Source: an optimization exercise on an open RTL-to-GDS flow (aim: small area). Production flows keep margins and buffers that such runs may drop. Only simulation tests tie the RTL to the original design; equivalence was not proved. Power is estimated from default activity; no workload was simulated.

[flow/config.mk]
export PLATFORM = sky130hd
export DESIGN_NAME = iot_filter_engine
export DESIGN_NICKNAME = iot_filter_engine
export VERILOG_FILES = /design/flow/design.v
export SDC_FILE = /design/flow/constraint.sdc
export NUM_CORES = 4
export LEC_CHECK = 0
export CAP_MARGIN = 20
export CORE_MARGIN = 2
export CORE_UTILIZATION = 60
export SLEW_MARGIN = 20
[flow/constraint.sdc]
create_clock -name core_clock -period 9.0 [get_ports {clk}]
set_input_delay 1.8000 -clock core_clock [delete_from_list [all_inputs] [get_ports {clk}]]
set_output_delay 1.8000 -clock core_clock [all_outputs]
set_load 0.01 [all_outputs]
[flow/design.v]
module iot_filter_engine #(
    parameter int DATA_W  = 128,
    parameter int IN_W    = 8,
    parameter int GROUP_N = 8,
    parameter int FRAME_N = 96
) (
    input  logic                clk,
    input  logic                rst,
    input  logic                in_en,
    input  logic [IN_W-1:0]     iot_in,
    input  logic [2:0]          fn_sel,
    input  logic [DATA_W-1:0]   thr_lo,
    input  logic [DATA_W-1:0]   thr_hi,
    output logic                busy,
    output logic                valid,
    output logic [DATA_W-1:0]   iot_out,
    output logic                frame_done
);
    localparam int BEATS = DATA_W / IN_W;
    localparam int BW    = (BEATS > 1) ? $clog2(BEATS) : 1;
    localparam int LG    = $clog2(GROUP_N);
    localparam int WW    = $clog2(FRAME_N);
    localparam int AW    = DATA_W + LG;
    localparam logic [2:0] M_PASS    = 3'b000;
    localparam logic [2:0] M_MAX     = 3'b001;
    localparam logic [2:0] M_MIN     = 3'b010;
    localparam logic [2:0] M_AVG     = 3'b011;
    localparam logic [2:0] M_EXTRACT = 3'b100;
    localparam logic [2:0] M_EXCLUDE = 3'b101;
    localparam logic [2:0] M_PMAX    = 3'b110;
    localparam logic [2:0] M_PMIN    = 3'b111;
    localparam int LW = IN_W + LG;   
    logic [BW-1:0]     beat_q;
    logic [WW-1:0]     wcnt_q;       
    logic              word_vld_q;   
    logic              busy_q, valid_q, fdone_q;
    logic [DATA_W-1:0] out_q;
    logic [2:0]        mode_q;
    logic [AW-1:0]     a_q;
    logic [BEATS-1:1]  c_q;          
    logic [DATA_W-1:0] lo_q, hi_q;
    logic              have_q;       
    logic              flag_q;       
    logic              agt_q, alt_q;  
    logic              bgt_q, blt_q;  
    function automatic logic [AW-1:0] resolve(input logic [AW-1:0] s, input logic [BEATS-1:1] c);
        logic [AW-1:0] r;
        logic          cin, ck, cc, all1, g, p;
        cin = 1'b0;
        for (int k = 0; k <= BEATS; k++) begin
            ck = (k >= 1 && k <= BEATS - 1) ? c[k] : 1'b0;
            r[IN_W * k] = s[IN_W * k] ^ ck ^ cin;
            cc    = (s[IN_W * k] & ck) | (s[IN_W * k] & cin) | (ck & cin);
            all1  = 1'b1;
            for (int i = 1; i < IN_W; i++) begin
                if (IN_W * k + i < AW) begin
                    r[IN_W * k + i] = s[IN_W * k + i] ^ cc;
                    cc   = s[IN_W * k + i] & cc;
                    all1 = all1 & s[IN_W * k + i];
                end
            end
            g   = all1 & s[IN_W * k] & ck;
            p   = all1 & (s[IN_W * k] | ck);
            cin = g | (p & cin);
        end
        resolve = r;
    endfunction
    logic              accept, start, wlast;
    logic              pos0, grp_last, frm_last, first, fresh;
    logic              is_max, is_ext, is_avg, is_peak, is_rng, avg_b;
    logic [BW-1:0]     lane;
    logic [LW-1:0]     a_lane;
    logic [IN_W-1:0]   ta, tb, a_old;
    logic              c_old, a_eq, b_eq, agt_d, alt_d, bgt_d, blt_d, keep;
    logic [IN_W:0]     lsum;
    logic [LG-1:0]     top_d;
    logic [AW-1:0]     a_d, a_en;
    logic [AW-1:0]     res;
    logic              hit, flag_d, emit;
    assign accept   = in_en && !busy_q;
    assign start    = accept && (beat_q == '0) && (wcnt_q == '0);
    assign wlast    = accept && (beat_q == BW'(BEATS - 1));
    assign first    = (wcnt_q[LG-1:0] == '0);
    assign pos0     = (wcnt_q[LG-1:0] == LG'(1));
    assign grp_last = (wcnt_q[LG-1:0] == '0);
    assign frm_last = (wcnt_q == '0);
    assign is_max  = (mode_q == M_MAX) || (mode_q == M_PMAX);
    assign is_peak = mode_q[2] && mode_q[1];
    assign is_ext  = (mode_q == M_MAX) || (mode_q == M_MIN) || is_peak;
    assign is_avg  = (mode_q == M_AVG);
    assign is_rng  = mode_q[2] && !mode_q[1];
    assign avg_b   = start ? (fn_sel == M_AVG) : is_avg;
    assign fresh   = first && (start || !(is_peak && (have_q || word_vld_q)));
    assign lane   = ~beat_q;
    assign a_lane = a_q[IN_W * lane +: LW];
    assign ta     = start  ? thr_lo[DATA_W-1 -: IN_W] :
                    is_rng ? lo_q[IN_W * lane +: IN_W] : a_lane[LW-1 -: IN_W];
    assign tb     = start  ? thr_hi[DATA_W-1 -: IN_W] : hi_q[IN_W * lane +: IN_W];
    assign a_eq   = (beat_q == '0) || (!agt_q && !alt_q);
    assign b_eq   = (beat_q == '0) || (!bgt_q && !blt_q);
    assign agt_d  = (a_eq && iot_in > ta) || (!a_eq && agt_q);
    assign alt_d  = (a_eq && iot_in < ta) || (!a_eq && alt_q);
    assign bgt_d  = (b_eq && iot_in > tb) || (!b_eq && bgt_q);
    assign blt_d  = (b_eq && iot_in < tb) || (!b_eq && blt_q);
    assign keep   = is_ext && !fresh && (is_max ? alt_d : agt_d);
    assign a_old = first ? '0 : a_lane[IN_W-1:0];
    assign c_old = first ? 1'b0 : ((lane == '0) ? 1'b0 : c_q[lane]);
    assign lsum  = {1'b0, a_old} + {1'b0, iot_in} + (IN_W + 1)'(c_old);
    assign top_d = (first ? '0 : a_q[AW-1:DATA_W]) + LG'(lsum[IN_W]);
    always_comb begin
        for (int i = 0; i < AW; i++) begin
            if (avg_b) begin
                a_d[i]  = (i >= DATA_W) ? top_d[i - DATA_W] : lsum[i % IN_W];
                a_en[i] = accept && (lane == BW'((i >= DATA_W) ? BEATS - 1 : i / IN_W));
            end else begin
                a_d[i]  = (i >= LG) ? iot_in[(i - LG) % IN_W] : 1'b0;
                a_en[i] = accept && !keep && (i >= LG) && (lane == BW'((i - LG) / IN_W));
            end
        end
    end
    assign res = resolve(a_q, is_avg ? c_q : '0);
    assign hit    = mode_q[0] ? alt_q : agt_q;
    assign flag_d = (flag_q && !pos0) || hit;
    always_comb begin
        case (mode_q)
            M_PASS:               emit = 1'b1;
            M_EXTRACT:            emit = !alt_q && !bgt_q;
            M_EXCLUDE:            emit = alt_q || bgt_q;
            M_PMAX, M_PMIN:       emit = grp_last && (!have_q || flag_d);
            default:              emit = grp_last;
        endcase
    end
    always_ff @(posedge clk or negedge rst) begin
        if (!rst) begin
            beat_q     <= '0;
            wcnt_q     <= '0;
            word_vld_q <= 1'b0;
            busy_q     <= 1'b0;
            valid_q    <= 1'b0;
            fdone_q    <= 1'b0;
            out_q      <= '0;
        end else begin
            word_vld_q <= wlast;
            valid_q    <= word_vld_q && emit;
            fdone_q    <= word_vld_q && frm_last;
            if (fdone_q) busy_q <= 1'b0;
            if (accept) begin
                beat_q <= beat_q + 1'b1;
                if (wlast) begin
                    if (wcnt_q == WW'(FRAME_N - 1)) begin
                        wcnt_q <= '0;
                        busy_q <= 1'b1;
                    end else begin
                        wcnt_q <= wcnt_q + 1'b1;
                    end
                end
            end
            if (word_vld_q && emit) out_q <= res[AW-1:LG];
        end
    end
    always_ff @(posedge clk) begin
        for (int i = 0; i < AW; i++) begin
            if (a_en[i]) a_q[i] <= a_d[i];
        end
        if (accept) begin
            agt_q <= agt_d;
            alt_q <= alt_d;
            bgt_q <= bgt_d;
            blt_q <= blt_d;
            if (avg_b && lane != BW'(BEATS - 1)) c_q[lane + 1'b1] <= lsum[IN_W];
        end
        if (start) begin
            mode_q <= fn_sel;
            lo_q   <= thr_lo;
            hi_q   <= thr_hi;
            have_q <= 1'b0;
        end else if (word_vld_q && is_peak) begin
            flag_q <= flag_d;
            if (emit) have_q <= 1'b1;
        end
    end
    assign busy       = busy_q;
    assign valid      = valid_q;
    assign iot_out    = out_q;
    assign frame_done = fdone_q;
endmodule
[flow/flow/run.sh]
#!/bin/bash
set -euo pipefail
export BUFFER_PORTS_ARGS="-buffer_cell sky130_fd_sc_hd__buf_1"
export CTS_ARGS="-sink_clustering_enable -repair_clock_nets -dont_use_dummy_load -buf_list sky130_fd_sc_hd__clkbuf_8 -sink_clustering_size 16 -sink_clustering_max_diameter 80"
bash standard.sh > standard_flow.log 2>&1
[flow/standard.sh]
#!/bin/bash
# synth_recipe.tcl (not shown) runs the flow's synth.tcl, then flattens the netlist and writes it again
# the make line also repeats each setting of config.mk as NAME=value (left out here)
make -C /OpenROAD-flow-scripts/flow DESIGN_CONFIG=/design/flow/config.mk WORK_HOME=/design/flow/orfs CLKGATE_MAP_FILE= SYNTH_SCRIPT=/design/flow/synth_recipe.tcl "${@:-finish}"
==> results of run 1 <==
## routing by layer
layer	up-vias	wire length (um)	track usage
met3	100	5850	0.0641
met5	-	48	0
met2	775	29700	0.449
li1	6961	-	-
met4	8	1590	0.0856
met1	7962	26700	0.417
## cell type report
cell class	count	share of cell area
flip-flops and latches	554	0.553
multi-input cells	913	0.336
repair buffers	419	0.0584
well taps	585	0.0254
clock buffers	41	0.0196
inverters	54	0.00718
diodes	3	0.000261
## final timing paths
check	to	slack [ns]
max	a_q[130]	2.61
min	out_q[96]	0.51
max in group asynchronous	out_q[41]	6.72
min in group asynchronous	out_q[124]	1.07
max reg2reg	a_q[130]	2.61
min reg2reg	out_q[96]	0.51
## power by group through the flow
stage	sequential (mW)	clock, mW	combinational (mW)
after CTS	3.56	1.20	3.18
after detailed placement	3.62	0	3.16
after global routing	3.62	1.28	3.47
after floorplan	3.54	0	2.24
final	3.56	1.17	3.18
after global placement	3.60	0	3.11
## worst reg2reg max path: cells and delay by family, from the launching register on
family / cells / cell delay [ns]
buf+inv: 1 / 0.57
simple gates: 1 / 0.07
mux: 1 / 0.57
fa+ha+maj: 5 / 2.08
xor+xnor: 1 / 0.16
compound gates: 10 / 1.73
flops: 1 / 0.96
## placed cells by master (no fill, tap or decap), types with 10 or more instances in the layout
| master | netlist | final |
|---|---|---|
| buf_1 | 9 | 399 |
| mux4_2 | 138 | 138 |
| and2_1 | 14 | 14 |
| buf_4 | 3 | 17 |
| edfxtp_1 | 410 | 410 |
| ha_1 | 146 | 146 |
| nand3_1 | 38 | 37 |
| and4_1 | 10 | 10 |
| nand2_1 | 81 | 81 |
| o21ai_0 | 27 | 27 |
| clkbuf_8 | 0 | 41 |
| mux2i_1 | 20 | 20 |
| inv_1 | 52 | 51 |
| dfrtp_1 | 143 | 139 |
| mux2_2 | 116 | 116 |
| fa_1 | 16 | 16 |
| nor2_1 | 60 | 60 |
| nand4_1 | 24 | 24 |
| a21oi_1 | 45 | 40 |
| xnor2_1 | 26 | 26 |
## sequential cells by signal, indices dropped and copies added, names as in the netlist, 3 cells and up, named ones only
name and cells:
beat_q 4, out_q 128, hi_q 128, c_q 15, a_q 131, wcnt_q 7, mode_q 3, lo_q 128
## cell families (layout without fill, tap and decap cells)
logic type                 after synthesis  after routing  synth area share
muxes                                  276            276             0.178
DFF                                    554            554             0.610
other                                    0              3                 0
buffers and inverters                  135            514            0.0219
adders and majority gates              162            162            0.0823
AOI/OAI and AO/OA                      141            141            0.0358
xor gates and xnor gates                35             35            0.0128
and+or+nand+nor                        299            299            0.0597
## through the flow
step           utilization  cells  setup WS [ns]
2_1_floorplan            -   1602           1.90
3_3_place_gp         0.655   2524           2.67
3_5_place_dp         0.655   2524           2.45
4_1_cts              0.668   2565           2.67
5_1_grt              0.669   2567           2.20
6_report             0.669   2569           2.61
==> reports/metrics.cfg, run 1 <==
[outcome]
outcome=finished clean

[route]
num_vias=15800
drt_iter0_drc=1689
final_antenna_net_count=0
routed_wl_um=63900
wire_per_inst_um=24.9
via_per_inst=6.15
first_pass_iters=5
remaining_drc_errors=0

[worst_hold_path]
worstHoldPathCells=1
holdCritPathClass=reg -> reg
hp-start=out_q[96]

[logic_synthesis]
synthesis.nets=2034
yosysTopAreaCell=edfxtp_1
yosys.cell_count.top_type=edfxtp_1
syn_area_per_cell_sq_um=16.3
async_flop_share=0.258
synth_edf_count=410
netlist_instances=1602
synth.area.top_cells=edfxtp_1 47%, dfrtp_1 14%, mux4_2 12%
yosysSeqAreaShare=0.610
synth.distinct_cells=74
ys.flop_type=edfxtp_1
yosysTopAreaCellShare=0.472
yosys_warnings=1
ys_ff_latch=554
yosys-top-cells-count=410 x edfxtp_1, 146 x ha_1, 143 x dfrtp_1
syn_area_sq_um=26100

[placed_design]
port_buffers=400
hpwl_um=46400
postPlaceCellArea_sq_um=28200
gp_congestion=0.910

[grt]
grtUsageTotal=0.290
grt_max_degree=203
grt_pass1_vias=15900
antenna_found_initial=6
grt_pass1_wl_um=95700
overflow=0

[power_and_ir_drop]
comb_power_share=0.403
power.leakage_nw=10.6
sequentialPowerShare=0.450
powerDensity_nw_per_um2=275
ir_drop_mv=0.193
switchingPower_mw=2.84
clkPwrFrac=0.147
internal_power_mw=5.07
totalPowerFinal_mw=7.91
p_sw_frac=0.359

[timing]
rsz0062_at_grt=no
setup_viol=0
clock.fmax_mhz=156
fin_skew_ns=0.0485
min_period_ns=6.39
hold_violations=0
whs_ns=0.509
period_share=0.710
finalMaxSlewViolations=0
max_slew.worst_pin.slew_ns=1.15
relSlewSlack=0.231
fin_tns_setup_ns=0

[die]
ios=401
die_w_um=213
start_util=0.607
dieArea_sq_um=45200
coreArea_sq_um=43000
rows=76
die-height_um=213

[clock_tree]
post_cts_resized=0
cts_tree=yes
cts_setup_buffers=0
cts_root_buffer=clkbuf_8
path_clk_slew_ns=0.10
cts.sinks=554
hold_buffers=0
clock_latency_ns=0.63
cts_buffer_depth=3
cts-htree-levels=2
cts-buffers-inserted=41

[worst_setup_path]
cp-startpoint=beat_q[0]
crit_path_start_kind=flop
critPathMaxFanout=44
slowest_delay_ns=0.96
critPathCaptureType=flop
critPathMostFrequentCell=a21oi_1
critPathTopFamily=adder cells
crit_arrival_ns=6.77
path_depth=19
required_ns=9.38
r2r-start=beat_q[0]
crit_slowest_cell=dfrtp_4
path_class=reg -> reg
path_buf_inv=1
worst_r2r_path_depth=19
crit_path_cell_trace=clkinv_1 > ha_1 > mux4_2 > o21ai_0 > nor2_1 > a21oi_1 > a211oi_1 > fa_1 > fa_1 > a21o_1 > a21oi_1 > o21bai_1 > a21oi_1 > o21bai_1 > a21o_1 > ha_1 > ha_1 > xor2_1 > a21oi_1

[finish]
multi_input_area_sq_um=9650
drive_above_1_share=0.175
syn_to_final_growth_pct=10.2
nNetsFinal=2415
seq_area_sq_um=15900
n_fill_cell=3161
final_cell_area_sq_um=28800

[job]
maxCapViolCount=0

==> run 2, diff against run 1 <==
--- a/flow/config.mk
+++ b/flow/config.mk
@@ -7,5 +7,5 @@
 export LEC_CHECK = 0
 export CAP_MARGIN = 20
 export CORE_MARGIN = 2
-export CORE_UTILIZATION = 60
+export CORE_UTILIZATION = 40
 export SLEW_MARGIN = 20
==> run 2 against run 1 <==
Compared with the run above: still clean on timing, DRC and antenna; first-iteration DRC count is 24% lower; wire length is 8.2% higher; area after synthesis stayed put; clock skew is 0.053 ns higher; register-to-register slack worse by 0.12 ns; worst hold slack worse by 0.0056 ns; design area is 1.4% higher; clock power is 7% higher; critical path type unchanged; largest power group unchanged.
==> reports/metrics.cfg, run 2 <==
[outcome]
outcome=finished clean

[worst_hold_path]
hp-start=out_q[114]
worstHoldPathCells=1  ; unchanged
worstHoldEndpoint=out_q[114]
holdCritPathClass=reg -> reg

[clock_tree]
cts_setup_buffers=0  ; unchanged
post_cts_resized=0  ; unchanged
cts-buffers-inserted=45  ; +9.8%
clock_latency_ns=0.67  ; +0.04 ns
cts_root_buffer=clkbuf_8
cts_tree=yes
cts_buffer_depth=3  ; unchanged
path_clk_slew_ns=0.11  ; about the same
cts-htree-levels=2  ; unchanged
cts.sinks=554  ; unchanged
hold_buffers=0  ; unchanged

[logic_synthesis]
synth-simple-area-share=0.0597  ; unchanged
syn_area_sq_um=26100  ; unchanged
yosys.cell_count.top_type=edfxtp_1
synth_top_family_by_area=multiplexers
synthesis.nets=2034  ; unchanged
yosysSeqAreaShare=0.610  ; unchanged
yosys_warnings=1  ; unchanged
synth.distinct_cells=74  ; unchanged
netlist_instances=1602  ; unchanged
synthMuxAreaShare=0.178  ; unchanged
yosysTopAreaCell=edfxtp_1
yosys-top-cells-count=410 x edfxtp_1, 146 x ha_1, 143 x dfrtp_1
synth_xor_area_frac=0.0128  ; unchanged
async_flop_share=0.258  ; unchanged
ys.flop_type=edfxtp_1
yosysTopAreaCellShare=0.472  ; unchanged
ys_ff_latch=554  ; unchanged
synth_fa_ha_area_frac=0.0823  ; unchanged
synth.area.top_cells=edfxtp_1 47%, dfrtp_1 14%, mux4_2 12%
synth-compound-area-share=0.0358  ; unchanged
syn_area_per_cell_sq_um=16.3  ; unchanged
synth_edf_count=410  ; unchanged

[worst_setup_path]
required_ns=9.39  ; about the same
r2r-start=beat_q[0]
r2r_end=a_q[130]
critPathMaxFanout=53  ; +20%
critPathCaptureType=flop
path_class=reg -> reg
worst_r2r_path_depth=19  ; unchanged
r2r_slack_ns=2.48  ; -0.12 ns
crit_path_start_kind=flop
crit_arrival_ns=6.90  ; +0.13 ns

[finish]
final_util=0.452  ; -0.217
n_fill_cell=5823  ; +84%
drive_above_1_share=0.177  ; +0.00166
syn_to_final_growth_pct=11.8
multi_input_area_sq_um=9640  ; -0.10%
layout_common_cells=410 x edfxtp_1, 399 x buf_1, 146 x ha_1, 139 x dfrtp_1, 138 x mux4_2
seq_area_sq_um=15900  ; unchanged
largest_reg_flops=131  ; unchanged
regMostFlops=a_q
layout_commonest_cell=edfxtp_1
nNetsFinal=2419  ; +0.17%

[route]
first_pass_iters=5  ; unchanged
drt_iter0_drc=1278  ; -24%
num_vias=15800  ; -0.013%
remaining_drc_errors=0  ; unchanged
final_antenna_net_count=0  ; unchanged
routed_wl_um=69100  ; +8.2%
via_per_inst=5.55  ; -9.8%
wire_per_inst_um=24.3  ; -2.4%

[grt]
grt_pass1_vias=16400  ; +3.2%
grt_pass1_wl_um=104000  ; +8.3%
overflow=0  ; unchanged
antenna_found_initial=9  ; +3
grt_max_degree=145  ; -29%
grtUsageTotal=0.207  ; -0.0827

[die]
coreArea_sq_um=64500  ; +50%
ios=401  ; unchanged
dieArea_sq_um=67300  ; +49%
start_util=0.405  ; -0.202
die_w_um=259  ; +22%
rows=93  ; +22%
die-height_um=259  ; +22%

[timing]
hold_violations=0  ; unchanged
relSlewSlack=0.255  ; +0.0240
fin_skew_ns=0.102  ; +0.0531 ns
finalMaxSlewViolations=0  ; unchanged
min_period_ns=6.52  ; +0.125 ns
fin_tns_setup_ns=0  ; unchanged
clock.fmax_mhz=153  ; -1.9%
period_share=0.724  ; +0.0138
setup_viol=0  ; unchanged
max_slew.worst_pin.slew_ns=1.11  ; -0.0462 ns
rsz0062_at_grt=no

[power_and_ir_drop]
powerDensity_nw_per_um2=274  ; -0.22%
power.leakage_nw=10.7  ; +0.26%
ir_drop_mv=0.169  ; -13%

[placed_design]
port_buffers=400  ; unchanged
hpwl_um=51400  ; +11%
gp_congestion=0.869  ; -4.5%

[job]
maxCapViolCount=0  ; unchanged

[run 2: cell count changes in the layout (fill, tap and decap cells not counted), sizes merged]
cell	before	now
clkbuf	42	46
diode	3	7
[run 2: metal layers]
layer,routed length [um],track usage,share of wire
met1,27300,0.266,0.39
met3,6200,0.0542,0.090
met2,33400,0.339,0.48
met4,2140,0.0718,0.031
met5,117,0.00926,0.0017
[run 2: worst max-delay path by stage]
stage                    from        to  slack (ns)  cells past startpoint
floorplan               in_en      flop        1.90                     15
global placement    beat_q[0]  a_q[130]        2.62                     19
detailed placement  beat_q[0]  a_q[130]        2.53                     19
CTS                 beat_q[0]  a_q[130]        2.48                     19
global route        beat_q[0]  a_q[130]        1.95                     19
finish              beat_q[0]  a_q[130]        2.48                     19
[run 2: cell families after synthesis]
| logic type | after synthesis |
|---|---|
| mux | 276 |
| buf+inv | 135 |
| compound gates | 141 |
| simple gates | 299 |
| fa+ha+maj | 162 |
| flops | 554 |
| xor+xnor | 35 |
[run 2: where the power goes]
group / internal [mW] / switching [mW]
combinational: 1.47 / 1.68
clock: 0.447 / 0.801
sequential: 3.19 / 0.411
[run 2: stage by stage]
stage | power [mW] | hold slack (ns) | setup WS (ns) | std cells | cell area, sq um
2_1_floorplan | 5.77 | 0.459 | 1.90 | 1602 | 26100
3_3_place_gp | 6.78 | 0.484 | 2.62 | 2794 | 28500
3_5_place_dp | 6.83 | 0.492 | 2.53 | 2794 | 28500
4_1_cts | 8.09 | 0.509 | 2.48 | 2839 | 29100
5_1_grt | 8.49 | 0.531 | 1.95 | 2842 | 29100
6_report | 8.00 | 0.504 | 2.48 | 2847 | 29200
[run 2: final cells by class]
cell class | count | area share
Antenna cell | 7 | 0.000601
Clock buffer | 45 | 0.0212
Inverter | 54 | 0.00708
Multi-Input combinational cell | 913 | 0.331
Sequential cell | 554 | 0.546
Tap cell | 855 | 0.0367
Timing Repair Buffer | 419 | 0.0578
[run 2: critical path, stage by stage (launching register included)]
cell and delay, ns:
dfrtp_4 1.07, clkinv_1 0.55, ha_1 0.77, mux4_2 0.56, o21ai_0 0.26, nor2_1 0.07
a21oi_1 0.17, a211oi_1 0.11, fa_1 0.45, fa_1 0.41, a21o_1 0.17, a21oi_1 0.22
o21bai_1 0.09, a21oi_1 0.22, o21bai_1 0.09, a21o_1 0.30, ha_1 0.25, ha_1 0.18
xor2_1 0.17, a21oi_1 0.08
==> run 3, diff against run 2 <==
--- a/flow/design.v
+++ b/flow/design.v
@@ -114,7 +114,7 @@
                 a_en[i] = accept && (lane == BW'((i >= DATA_W) ? BEATS - 1 : i / IN_W));
             end else begin
                 a_d[i]  = (i >= LG) ? iot_in[(i - LG) % IN_W] : 1'b0;
-                a_en[i] = accept && !keep && (i >= LG) && (lane == BW'((i - LG) / IN_W));
+                a_en[i] = accept && !keep && (lane == BW'((i >= LG) ? (i - LG) / IN_W : 0));
             end
         end
     end
==> run 3 against run 2 <==
Compared with the run above: still clean; maximum frequency rose by 9.1%; clock power barely moved; cell count fell by 0.77%; non-clock buffer count fell by 2; utilization fell by 0.11 points; synthesized cell count fell by 0.87%; worst hold slack got worse by 0.0035 ns; sequential power fell by 2%; wire length fell by 1.2%; critical path depth did not move; sequential cell count did not move; first-iteration DRC count rose by 6.7%; critical endpoint unchanged.
==> reports/metrics.cfg, run 3 <==
[outcome]
outcome=finished clean

[power_and_ir_drop]
clkPwrFrac=0.154  ; -0.002
internal_power_mw=5.08  ; -0.51%
p_sw_frac=0.361  ; -0.000721
sequentialPowerShare=0.446  ; -0.004
powerDensity_nw_per_um2=274  ; -0.20%
power.leakage_nw=10.6  ; -0.82%
ir_drop_mv=0.186  ; +10%
totalPowerFinal_mw=7.95  ; -0.62%
comb_power_share=0.400  ; +0.006
switchingPower_mw=2.87  ; -0.82%

[worst_hold_path]
holdCritPathClass=reg -> reg

[clock_tree]
cts_root_buffer=clkbuf_8
cts_setup_buffers=0  ; unchanged
hold_buffers=0  ; unchanged
path_clk_slew_ns=0.07  ; -0.04 ns
post_cts_resized=0  ; unchanged
cts_buffer_depth=3  ; unchanged
cts-htree-levels=2  ; unchanged
cts.sinks=554  ; unchanged
cts-buffers-inserted=44  ; -2.2%
clock_latency_ns=0.67  ; about the same
cts_tree=yes

[timing]
fin_skew_ns=0.124  ; +0.0229 ns
fin_tns_setup_ns=0  ; unchanged
period_share=0.664  ; -0.0601
max_slew.worst_pin.slew_ns=1.07  ; -0.0334 ns
min_period_ns=5.97  ; -0.541 ns
setup_viol=0  ; unchanged
relSlewSlack=0.284  ; +0.0291
clock.fmax_mhz=167  ; +9.1%
hold_violations=0  ; unchanged
finalMaxSlewViolations=0  ; unchanged
rsz0062_at_grt=no

[logic_synthesis]
yosysSeqAreaShare=0.612  ; +0.00223
syn_area_per_cell_sq_um=16.4  ; +0.51%
ys_ff_latch=554  ; unchanged
ys.flop_type=edfxtp_1
synth_edf_count=410  ; unchanged
yosys.cell_count.top_type=edfxtp_1
synth.area.top_cells=edfxtp_1 47%, dfrtp_1 14%, mux4_2 12%
yosysTopAreaCellShare=0.474  ; +0.00173
async_flop_share=0.258  ; unchanged
yosys_warnings=1  ; unchanged
yosys-top-cells-count=410 x edfxtp_1, 145 x ha_1, 143 x dfrtp_1
synth.distinct_cells=72  ; -2.7%
netlist_instances=1588  ; -0.87%
syn_area_sq_um=26000  ; -0.36%
yosysTopAreaCell=edfxtp_1
synthesis.nets=2019  ; -0.74%

[worst_setup_path]
path_class=reg -> reg
critPathMaxFanout=56  ; +5.7%
required_ns=9.31  ; -0.08 ns
crit_arrival_ns=6.28  ; -0.62 ns
critPathCaptureType=flop
crit_path_start_kind=flop
r2r_slack_ns=3.03  ; +0.54 ns

[finish]
layout_common_cells=410 x edfxtp_1, 399 x buf_1, 145 x ha_1, 139 x dfrtp_1, 138 x mux4_2
nNetsFinal=2400  ; -0.79%
regMostFlops=a_q
syn_to_final_growth_pct=11.7  ; about the same
drive_above_1_share=0.173  ; -0.00347
largest_reg_flops=131  ; unchanged
layout_commonest_cell=edfxtp_1

[route]
via_per_inst=5.51  ; -0.82%
remaining_drc_errors=0  ; unchanged
routed_wl_um=68300  ; -1.2%
first_pass_iters=7  ; +2
final_antenna_net_count=0  ; unchanged
drt_iter0_drc=1363  ; +6.7%
num_vias=15600  ; -1.6%
wire_per_inst_um=24.2  ; -0.40%

[grt]
grtUsageTotal=0.204  ; -0.00252
antenna_found_initial=5  ; -4
grt_pass1_wl_um=103000  ; -0.98%
grt_pass1_vias=16100  ; -1.6%
grt_max_degree=134  ; -7.6%
overflow=0  ; unchanged

[placed_design]
hpwl_um=50600  ; -1.5%
port_buffers=400  ; unchanged
gp_congestion=0.884  ; +1.7%

[die]
coreArea_sq_um=64300  ; -0.18%
rows=93  ; unchanged
dieArea_sq_um=67000  ; -0.36%
die-height_um=259  ; -0.18%
die_w_um=259  ; -0.18%
start_util=0.404  ; -0.000746
ios=401  ; unchanged

[job]
maxCapViolCount=0  ; unchanged

[run 3: stage by stage]
| stage | util | setup slack [ns] | cell area (sq um) | std cells | hold WS, ns |
|---|---|---|---|---|---|
| 2_1_floorplan | - | 0.0951 | 26000 | 1588 | 0.459 |
| 3_5_place_dp | 0.442 | 3.10 | 28400 | 2778 | 0.490 |
| 4_1_cts | 0.451 | 3.06 | 29000 | 2822 | 0.504 |
| 3_3_place_gp | 0.442 | 3.19 | 28400 | 2778 | 0.482 |
| 5_1_grt | 0.451 | 2.59 | 29000 | 2824 | 0.518 |
| 6_report | 0.451 | 3.03 | 29000 | 2825 | 0.500 |
[run 3: layout make-up]
cell class | instances | area [sq um]
Timing Repair Buffer | 417 | 1670
Fill cell | 5793 | 35300
Multi-Input combinational cell | 898 | 9550
Antenna cell | 3 | 7.51
Inverter | 54 | 210
Sequential cell | 554 | 15900
Tap cell | 855 | 1070
Clock buffer | 44 | 606
[run 3: power groups by stage]
stage	Combinational [mW]	Sequential, mW	Clock, mW
2_1_floorplan	2.15	3.56	0
3_3_place_gp	3.16	3.59	0
3_5_place_dp	3.20	3.60	0
4_1_cts	3.23	3.55	1.27
5_1_grt	3.46	3.60	1.35
6_report	3.18	3.54	1.23
[run 3: worst max-delay path: stages (launching register included)]
cell and delay, ns:
dfrtp_4 1.01, inv_1 0.20, ha_1 0.67, mux4_2 0.59, o21ai_0 0.27, nor2_1 0.07
a21oi_1 0.16, a211oi_1 0.10, fa_1 0.45, fa_1 0.42, a21o_1 0.17, a21oi_1 0.21
o21bai_1 0.08, a21oi_1 0.23, o21bai_1 0.10, a21o_1 0.31, ha_1 0.25, ha_1 0.19
xor2_1 0.15, a21oi_1 0.08
[run 3: final timing paths]
check | from | endpoint | cells past startpoint
min in group asynchronous | rst | out_q[86] | 1
max in group asynchronous | rst | out_q[61] | 2
max reg2reg | beat_q[1] | a_q[130] | 19
max | beat_q[1] | a_q[130] | 19
min reg2reg | out_q[119] | out_q[119] | 1
min | out_q[119] | out_q[119] | 1
[run 3: cell families (layout without fill, tap and decap cells)]
family / after synthesis / count (layout) / synth area share
flops: 554 / 554 / 0.612
buf+inv: 136 / 515 / 0.0219
compound gates: 147 / 147 / 0.0363
fa+ha+maj: 161 / 161 / 0.0821
mux: 276 / 276 / 0.178
xor+xnor: 37 / 37 / 0.0128
simple gates: 277 / 277 / 0.0565
other cells: 0 / 3 / 0
[run 3: metal layers]
layer	track usage	part of all wire	vias to the layer above
li1	-	-	6884
met1	0.270	0.40	7892
met2	0.345	0.50	669
met3	0.0451	0.081	105
met4	0.0470	0.021	4
met5	0	0.00040	-
==> run 4, diff against run 3 <==
--- a/flow/design.v
+++ b/flow/design.v
@@ -37,7 +37,7 @@
     logic [DATA_W-1:0] out_q;
     logic [2:0]        mode_q;
     logic [AW-1:0]     a_q;
-    logic [BEATS-1:1]  c_q;          
+    logic [BEATS-1:1]  c_q;
     logic [DATA_W-1:0] lo_q, hi_q;
     logic              have_q;       
     logic              flag_q;       
@@ -104,7 +104,7 @@
     assign blt_d  = (b_eq && iot_in < tb) || (!b_eq && blt_q);
     assign keep   = is_ext && !fresh && (is_max ? alt_d : agt_d);
     assign a_old = first ? '0 : a_lane[IN_W-1:0];
-    assign c_old = first ? 1'b0 : ((lane == '0) ? 1'b0 : c_q[lane]);
+    assign c_old = first ? 1'b0 : ((lane == '0) ? 1'b0 : c_q[BEATS-1]);
     assign lsum  = {1'b0, a_old} + {1'b0, iot_in} + (IN_W + 1)'(c_old);
     assign top_d = (first ? '0 : a_q[AW-1:DATA_W]) + LG'(lsum[IN_W]);
     always_comb begin
@@ -167,7 +167,7 @@
             alt_q <= alt_d;
             bgt_q <= bgt_d;
             blt_q <= blt_d;
-            if (avg_b && lane != BW'(BEATS - 1)) c_q[lane + 1'b1] <= lsum[IN_W];
+            c_q   <= {c_q[BEATS-2:1], lsum[IN_W]};
         end
         if (start) begin
             mode_q <= fn_sel;
==> run 4 against run 3 <==
Compared with the run above: still clean; area after synthesis decreased by 2.6%; via count decreased by 3.9%; cell count decreased by 1.8%; critical path type is now in -> reg; critical endpoint is now a_q[56]; largest cell class unchanged; highest routed layer unchanged.
==> reports/metrics.cfg, run 4 <==
[clock_tree]
hold_buffers=0  ; unchanged
path_clk_slew_ns=0.10  ; +0.03 ns
clock_latency_ns=0.66  ; about the same
post_cts_resized=0  ; unchanged
cts-buffers-inserted=42  ; -4.5%
cts_setup_buffers=0  ; unchanged
cts-htree-levels=2  ; unchanged
cts_root_buffer=clkbuf_8
cts_tree=yes
cts.sinks=554  ; unchanged
cts_buffer_depth=3  ; unchanged

[worst_setup_path]
crit_arrival_ns=6.73  ; +0.45 ns
r2r_end=a_q[56]
path_class=in -> reg
critPathCaptureType=flop
r2r_slack_ns=2.86  ; -0.17 ns
critPathMaxFanout=39  ; -30%
required_ns=9.29  ; -0.02 ns
crit_path_start_kind=input port
worst_r2r_path_depth=14  ; -5
r2r-start=beat_q[0]

[timing]
hold_violations=0  ; unchanged
relSlewSlack=0.264  ; -0.0193
finalMaxSlewViolations=0  ; unchanged
min_period_ns=6.44  ; +0.464 ns
fin_tns_setup_ns=0  ; unchanged
rsz0062_at_grt=no
fin_skew_ns=0.0930  ; -0.0314 ns
setup_viol=0  ; unchanged
max_slew.worst_pin.slew_ns=1.10  ; +0.0290 ns
clock.fmax_mhz=155  ; -7.2%
fin_ws_ns=2.56  ; -0.464 ns
period_share=0.715  ; +0.0516

[logic_synthesis]
synthesis.nets=1952  ; -3.3%
syn_area_sq_um=25300  ; -2.6%
netlist_instances=1527  ; -3.8%
ys_ff_latch=554  ; unchanged
yosys.cell_count.top_type=edfxtp_1
syn_area_per_cell_sq_um=16.6  ; +1.3%
yosysTopAreaCell=edfxtp_1
synth.area.top_cells=edfxtp_1 49%, dfrtp_1 14%, mux4_2 12%
yosysSeqAreaShare=0.628  ; +0.0164
synth.distinct_cells=71  ; -1.4%
async_flop_share=0.258  ; unchanged
ys.flop_type=edfxtp_1
yosys_warnings=1  ; unchanged
synth_edf_count=410  ; unchanged
yosysTopAreaCellShare=0.486  ; +0.0127
yosys-top-cells-count=410 x edfxtp_1, 143 x dfrtp_1, 139 x ha_1

[grt]
grt_pass1_vias=15600  ; -3.0%
grtUsageTotal=0.203  ; -0.000956
overflow=0  ; unchanged
grt_pass1_wl_um=99900  ; -2.7%
antenna_found_initial=8  ; +3
grt_max_degree=82  ; -39%

[route]
drt_iter0_drc=1218  ; -11%
routed_wl_um=66600  ; -2.5%
first_pass_iters=5  ; -2
wire_per_inst_um=24.0  ; -0.70%
final_antenna_net_count=0  ; unchanged
num_vias=14900  ; -3.9%
via_per_inst=5.39  ; -2.2%
remaining_drc_errors=0  ; unchanged

[die]
die-height_um=256  ; -1.3%
coreArea_sq_um=62900  ; -2.3%
rows=92  ; -1.1%
dieArea_sq_um=65300  ; -2.6%
die_w_um=256  ; -1.3%
start_util=0.403  ; -0.00116
ios=401  ; unchanged

[finish]
drive_above_1_share=0.170  ; -0.00288
nNetsFinal=2351  ; -2.0%
layout_common_cells=410 x edfxtp_1, 399 x buf_1, 140 x dfrtp_1, 139 x ha_1, 132 x mux4_2
multi_input_area_sq_um=8950  ; -6.3%
syn_to_final_growth_pct=12.1
final_util=0.451  ; about the same
n_fill_cell=5692  ; -1.7%
layout_commonest_cell=edfxtp_1
regMostFlops=a_q
final_cells=2774  ; -1.8%
seq_area_sq_um=15900  ; about the same
largest_reg_flops=131  ; unchanged

[power_and_ir_drop]
powerDensity_nw_per_um2=147  ; -46%
sequentialPowerShare=0.660  ; +0.214
clkPwrFrac=0.288  ; +0.134
switchingPower_uw=912  ; -68%
comb_power_share=0.053  ; -0.347
ir_drop_mv=0.122  ; -35%
power.leakage_nw=10.5  ; -0.43%
p_sw_frac=0.218  ; -0.142
internal_power_mw=3.26  ; -36%

[job]
maxCapViolCount=0  ; unchanged

[placed_design]
gp_congestion=0.850  ; -3.9%
port_buffers=400  ; unchanged
placed_cells=2728  ; -1.8%
hpwl_um=49600  ; -2.0%
dp_slack_ns=1.89  ; -1.21 ns

[worst_hold_path]
hp-start=fdone_q
holdCritPathClass=reg -> reg
worstHoldEndpoint=busy_q
worstHoldPathCells=1  ; unchanged

[outcome]
outcome=finished clean

## run 4: final cells by class
type | count | area share
timing repair buffer | 415 | 0.0575
inverter | 58 | 0.00789
sequential | 554 | 0.561
multi-input combinational | 855 | 0.316
antenna | 4 | 0.000353
tap | 846 | 0.0373
clock buffer | 42 | 0.0204
## run 4: layer usage
layer,global-route usage,up-vias,part of all wire
met4,0.0473,8,0.022
met3,0.0462,92,0.075
li1,-,6662,-
met2,0.362,587,0.52
met5,0,-,0.00081
met1,0.252,7593,0.39
## run 4: metrics by stage
step | area (sq um) | power (mW) | hold slack (ns)
2_1_floorplan | 25300 | 2.92 | 0.426
3_3_place_gp | 27800 | 3.03 | 0.440
3_5_place_dp | 27800 | 3.03 | 0.443
4_1_cts | 28400 | 4.23 | 0.464
5_1_grt | 28400 | 4.34 | 0.472
6_report | 28400 | 4.18 | 0.462
## run 4: logic make-up after synthesis
kind of cell,count (synthesis),synth area share
adders and majority gates,155,0.0813
buffers and inverters,118,0.0188
muxes,255,0.171
AOI/OAI and AO/OA,122,0.0322
DFF,554,0.628
and+or+nand+nor,295,0.0582
xor gates and xnor gates,28,0.00969
## run 4: worst max-delay path by stage
stage	cells after the start	slack [ns]	endpoint	from
floorplan	14	0.70	a_q[123]	in_en
global placement	16	2.00	a_q[56]	in_en
detailed placement	16	1.89	a_q[90]	in_en
CTS	16	2.55	a_q[90]	in_en
global route	16	2.11	a_q[81]	in_en
finish	16	2.56	a_q[56]	in_en
## run 4: power by group through the flow
stage          clock, mW  combinational [mW]  sequential [mW]
2_1_floorplan          0               0.119             2.80
3_3_place_gp           0               0.221             2.81
3_5_place_dp           0               0.223             2.81
4_1_cts             1.25               0.224             2.75
5_1_grt             1.34               0.242             2.76
6_report            1.20               0.220             2.75
## run 4: worst max-delay path: stages
cell        delay, ns
buf_1            0.11
nand2b_1         0.18
nor3_1           0.47
nand3_2          0.65
clkinvlp_4       0.86
nand2_1          0.10
o21ai_0          0.09
ha_1             0.18
nor2b_1          0.04
o211ai_1         0.15
a21oi_1          0.12
o31a_1           0.32
o221ai_1         0.38
nand3_1          0.47
o21ai_1          0.46
nor2b_1          0.33
==> run 5, diff against run 4 <==
--- a/flow/config.mk
+++ b/flow/config.mk
@@ -5,7 +5,7 @@
 export SDC_FILE = /design/flow/constraint.sdc
 export NUM_CORES = 4
 export LEC_CHECK = 0
-export CAP_MARGIN = 20
+export CAP_MARGIN = 0
 export CORE_MARGIN = 2
-export CORE_UTILIZATION = 40
-export SLEW_MARGIN = 20
+export CORE_UTILIZATION = 55
+export SLEW_MARGIN = 0
==> run 5 against run 4 <==
Compared with the run above: still clean on timing, DRC and antenna; total power shrank 0.47%; register-to-register slack lost 0.27 ns; combinational power grew 2%; via count grew 1.4%; sequential cell count is the same; maximum frequency shrank 3.8%; non-clock buffer count grew 1; worst hold slack lost 0.0012 ns; first-iteration DRC count grew 13%; critical path type unchanged.
==> reports/metrics.cfg, run 5 <==
[worst_setup_path]
slowest_delay_ns=1.04  ; +0.18 ns
crit_path_cell_trace=buf_1 > nand2b_1 > nor3_1 > nand3_2 > clkinvlp_4 > nand2_1 > o21ai_0 > ha_1 > nor2b_1 > o211ai_1 > a21oi_1 > o31a_1 > o221ai_1 > nand3_1 > o21ai_1 > nor2b_1
critPathCaptureType=flop
path_class=in -> reg
required_ns=9.32  ; +0.03 ns
crit_path_start_kind=input port
crit_slowest_cell=clkinvlp_4
crit_arrival_ns=7.02  ; +0.29 ns
critPathMostFrequentCell=nor2b_1
critPathTopFamily=simple AND/OR/NAND/NOR gates
path_buf_inv=2  ; unchanged
critPathMaxFanout=49  ; +26%

[finish]
nNetsFinal=2351  ; unchanged
syn_to_final_growth_pct=10.9
regMostFlops=a_q
layout_commonest_cell=edfxtp_1
layout_common_cells=410 x edfxtp_1, 399 x buf_1, 140 x dfrtp_1, 139 x ha_1, 132 x mux4_2
final_util=0.619  ; +0.167
n_fill_cell=3564  ; -37%
final_cell_area_sq_um=28100  ; -1.1%
largest_reg_flops=131  ; unchanged
drive_above_1_share=0.169  ; -0.00104
multi_input_area_sq_um=8950  ; about the same
seq_area_sq_um=15900  ; unchanged
final_cells=2535  ; -8.6%

[clock_tree]
hold_buffers=0  ; unchanged
cts_setup_buffers=0  ; unchanged
cts_tree=yes
cts_buffer_depth=3  ; unchanged
cts-htree-levels=2  ; unchanged
post_cts_resized=0  ; unchanged
cts_root_buffer=clkbuf_8
cts-buffers-inserted=41  ; -2.4%
path_clk_slew_ns=0.10  ; about the same
clock_latency_ns=0.67  ; about the same
cts.sinks=554  ; unchanged

[logic_synthesis]
yosys.cell_count.top_type=edfxtp_1
ys.flop_type=edfxtp_1
yosysTopAreaCell=edfxtp_1
syn_area_sq_um=25300  ; unchanged
async_flop_share=0.258  ; unchanged
synth.distinct_cells=71  ; unchanged
yosys_warnings=1  ; unchanged
syn_area_per_cell_sq_um=16.6  ; unchanged
synthesis.nets=1952  ; unchanged
yosysTopAreaCellShare=0.486  ; unchanged
ys_ff_latch=554  ; unchanged
netlist_instances=1527  ; unchanged
synth.area.top_cells=edfxtp_1 49%, dfrtp_1 14%, mux4_2 12%
yosys-top-cells-count=410 x edfxtp_1, 143 x dfrtp_1, 139 x ha_1
yosysSeqAreaShare=0.628  ; unchanged
synth_edf_count=410  ; unchanged

[route]
drt_iter0_drc=1381  ; +13%
routed_wl_um=64800  ; -2.8%
wire_per_inst_um=25.5  ; +6.4%
first_pass_iters=5  ; unchanged
final_antenna_net_count=0  ; unchanged
remaining_drc_errors=0  ; unchanged
via_per_inst=5.98  ; +11%
num_vias=15100  ; +1.4%

[die]
ios=401  ; unchanged
die-height_um=219  ; -14%
rows=78  ; -15%
coreArea_sq_um=45400  ; -28%
dieArea_sq_um=47800  ; -27%
die_w_um=219  ; -14%
start_util=0.558  ; +0.155

[placed_design]
gp_congestion=0.860  ; +1.2%
port_buffers=400  ; unchanged
placed_cells=2483  ; -9.0%
hpwl_um=47400  ; -4.5%
postPlaceCellArea_sq_um=27500  ; -1.1%

[grt]
overflow=0  ; unchanged
grt_max_degree=112  ; +37%
grtUsageTotal=0.277  ; +0.0740
antenna_found_initial=12  ; +4
grt_pass1_wl_um=96400  ; -3.5%
grt_pass1_vias=15300  ; -1.8%

[timing]
period_share=0.744  ; +0.0285
hold_violations=0  ; unchanged
min_period_ns=6.70  ; +0.257 ns
max_slew.worst_pin.slew_ns=1.16  ; +0.0583 ns
finalMaxSlewViolations=0  ; unchanged
fin_skew_ns=0.0552  ; -0.0378 ns
fin_tns_setup_ns=0  ; unchanged
rsz0062_at_grt=no
clock.fmax_mhz=149  ; -3.8%
relSlewSlack=0.220  ; -0.0441
setup_viol=0  ; unchanged

[job]
maxCapViolCount=0  ; unchanged

[power_and_ir_drop]
ir_drop_mv=0.124  ; +2.1%
powerDensity_nw_per_um2=148  ; +0.60%
power.leakage_nw=10.5  ; about the same

[worst_hold_path]
holdCritPathClass=reg -> reg

[outcome]
outcome=finished clean

==> run 5: cell types whose count changed in the layout (fill, tap and decap cells not counted), sizes merged <==
cell / delta
buf: +1
clkbuf: -1
diode: +7
==> run 5: worst paths after layout <==
kind	from	endpoint	slack, ns	cells past startpoint
max in group asynchronous	rst	out_q[45]	6.85	2
hold reg to reg	c_q[6]	c_q[7]	0.46	0
setup reg to reg	beat_q[1]	a_q[57]	2.59	14
setup / recovery	in_en	a_q[57]	2.30	16
min in group asynchronous	rst	out_q[119]	1.02	1
hold / removal	c_q[6]	c_q[7]	0.46	0
==> run 5: routing by layer <==
| layer | vias to the layer above | share of wire | wire [um] | GRT usage |
|---|---|---|---|---|
| met4 | 6 | 0.026 | 1710 | 0.0825 |
| met5 | - | 0.00060 | 39 | 0 |
| met1 | 7712 | 0.43 | 27600 | 0.397 |
| met2 | 642 | 0.46 | 29800 | 0.423 |
| li1 | 6673 | - | - | - |
| met3 | 115 | 0.088 | 5690 | 0.0701 |
==> run 5: layout make-up <==
type | count | area share
multi-input cells | 855 | 0.319
repair buffers | 416 | 0.0583
clock buffers | 41 | 0.0201
well taps | 600 | 0.0267
flip-flops and latches | 554 | 0.567
inverters | 58 | 0.00798
diodes | 11 | 0.000981
==> run 5: logic make-up (layout without fill, tap and decap cells) <==
family / Yosys count / after routing / synth area share
multiplexers: 255 / 255 / 0.171
flip-flops: 554 / 554 / 0.628
buffers and inverters: 118 / 515 / 0.0188
XOR/XNOR: 28 / 28 / 0.00969
AND/OR/NAND/NOR: 295 / 295 / 0.0582
adder cells (fa/ha/maj): 155 / 155 / 0.0813
AO/OA/AOI/OAI: 122 / 122 / 0.0322
other: 0 / 11 / 0
==> run 5: worst register-to-register path, stage by stage, from the launching register on <==
cell and delay (ns):
dfrtp_4 1.08, inv_1 0.22, ha_1 0.31, nand3_2 0.50, clkinvlp_4 1.08, o21ai_0 0.44, ha_1 0.19, nor2b_1 0.04
o211ai_1 0.15, a21oi_1 0.12, o31a_1 0.30, o221ai_1 0.36, nand3_1 0.46, o21ai_1 0.53, nor2b_1 0.31
==> run 5: power breakdown <==
| group | leakage [nW] | internal (mW) | switching, mW |
|---|---|---|---|
| Clock | 0.295 | 0.411 | 0.772 |
| Sequential | 5.66 | 2.74 | 0.00676 |
| Combinational | 4.56 | 0.102 | 0.122 |
| Total | 10.5 | 3.26 | 0.901 |
==> run 5: stage by stage <==
step / hold WS, ns / setup slack [ns] / total power [mW]
2_1_floorplan: 0.426 / 0.699 / 2.92
3_3_place_gp: 0.437 / 1.82 / 3.03
3_5_place_dp: 0.434 / 1.70 / 3.03
4_1_cts: 0.462 / 2.37 / 4.20
5_1_grt: 0.480 / 1.94 / 4.30
6_report: 0.460 / 2.30 / 4.16

## static timing again, ports no longer ideal
In the flow no input, the clock included, has a driving cell. The finished layouts below were timed again as built, in two steps. Step 1 (the two cells are an assumption about what drives the block):
set clk [get_ports {clk}]
set_driving_cell -lib_cell sky130_fd_sc_hd__clkbuf_16 $clk
set_driving_cell -lib_cell sky130_fd_sc_hd__buf_2 [delete_from_list [all_inputs] $clk]
Step 2 times the ports against the registers' clock, not the clock port: input delays grow and output delays shrink by t, the midpoint of the rising clock arrivals with the driver on. a / b / c = ideal ports / drivers / drivers and shift; a / b = the first two.
run | t (ns) | slack for setup (ns) | worst setup path at the end | worst register clock-pin slew, ns
run 1 | 0.664 | 2.608 / 2.608 / 2.297 | input to register | 0.11 / 0.11
run 2 | 0.683 | 2.484 / 2.484 / 2.484 | register to register | 0.11 / 0.11
run 3 | 0.666 | 3.025 / 3.025 / 3.025 | register to register | 0.11 / 0.11
run 4 | 0.674 | 2.561 / 2.589 / 1.915 | input to register | 0.11 / 0.11
run 5 | 0.696 | 2.304 / 2.338 / 1.642 | input to register | 0.11 / 0.11
After both steps setup and hold are still met in every run listed. The setup slack of run 5, which loses most, moves by +0.034 ns with the drivers and by -0.662 ns with both steps.
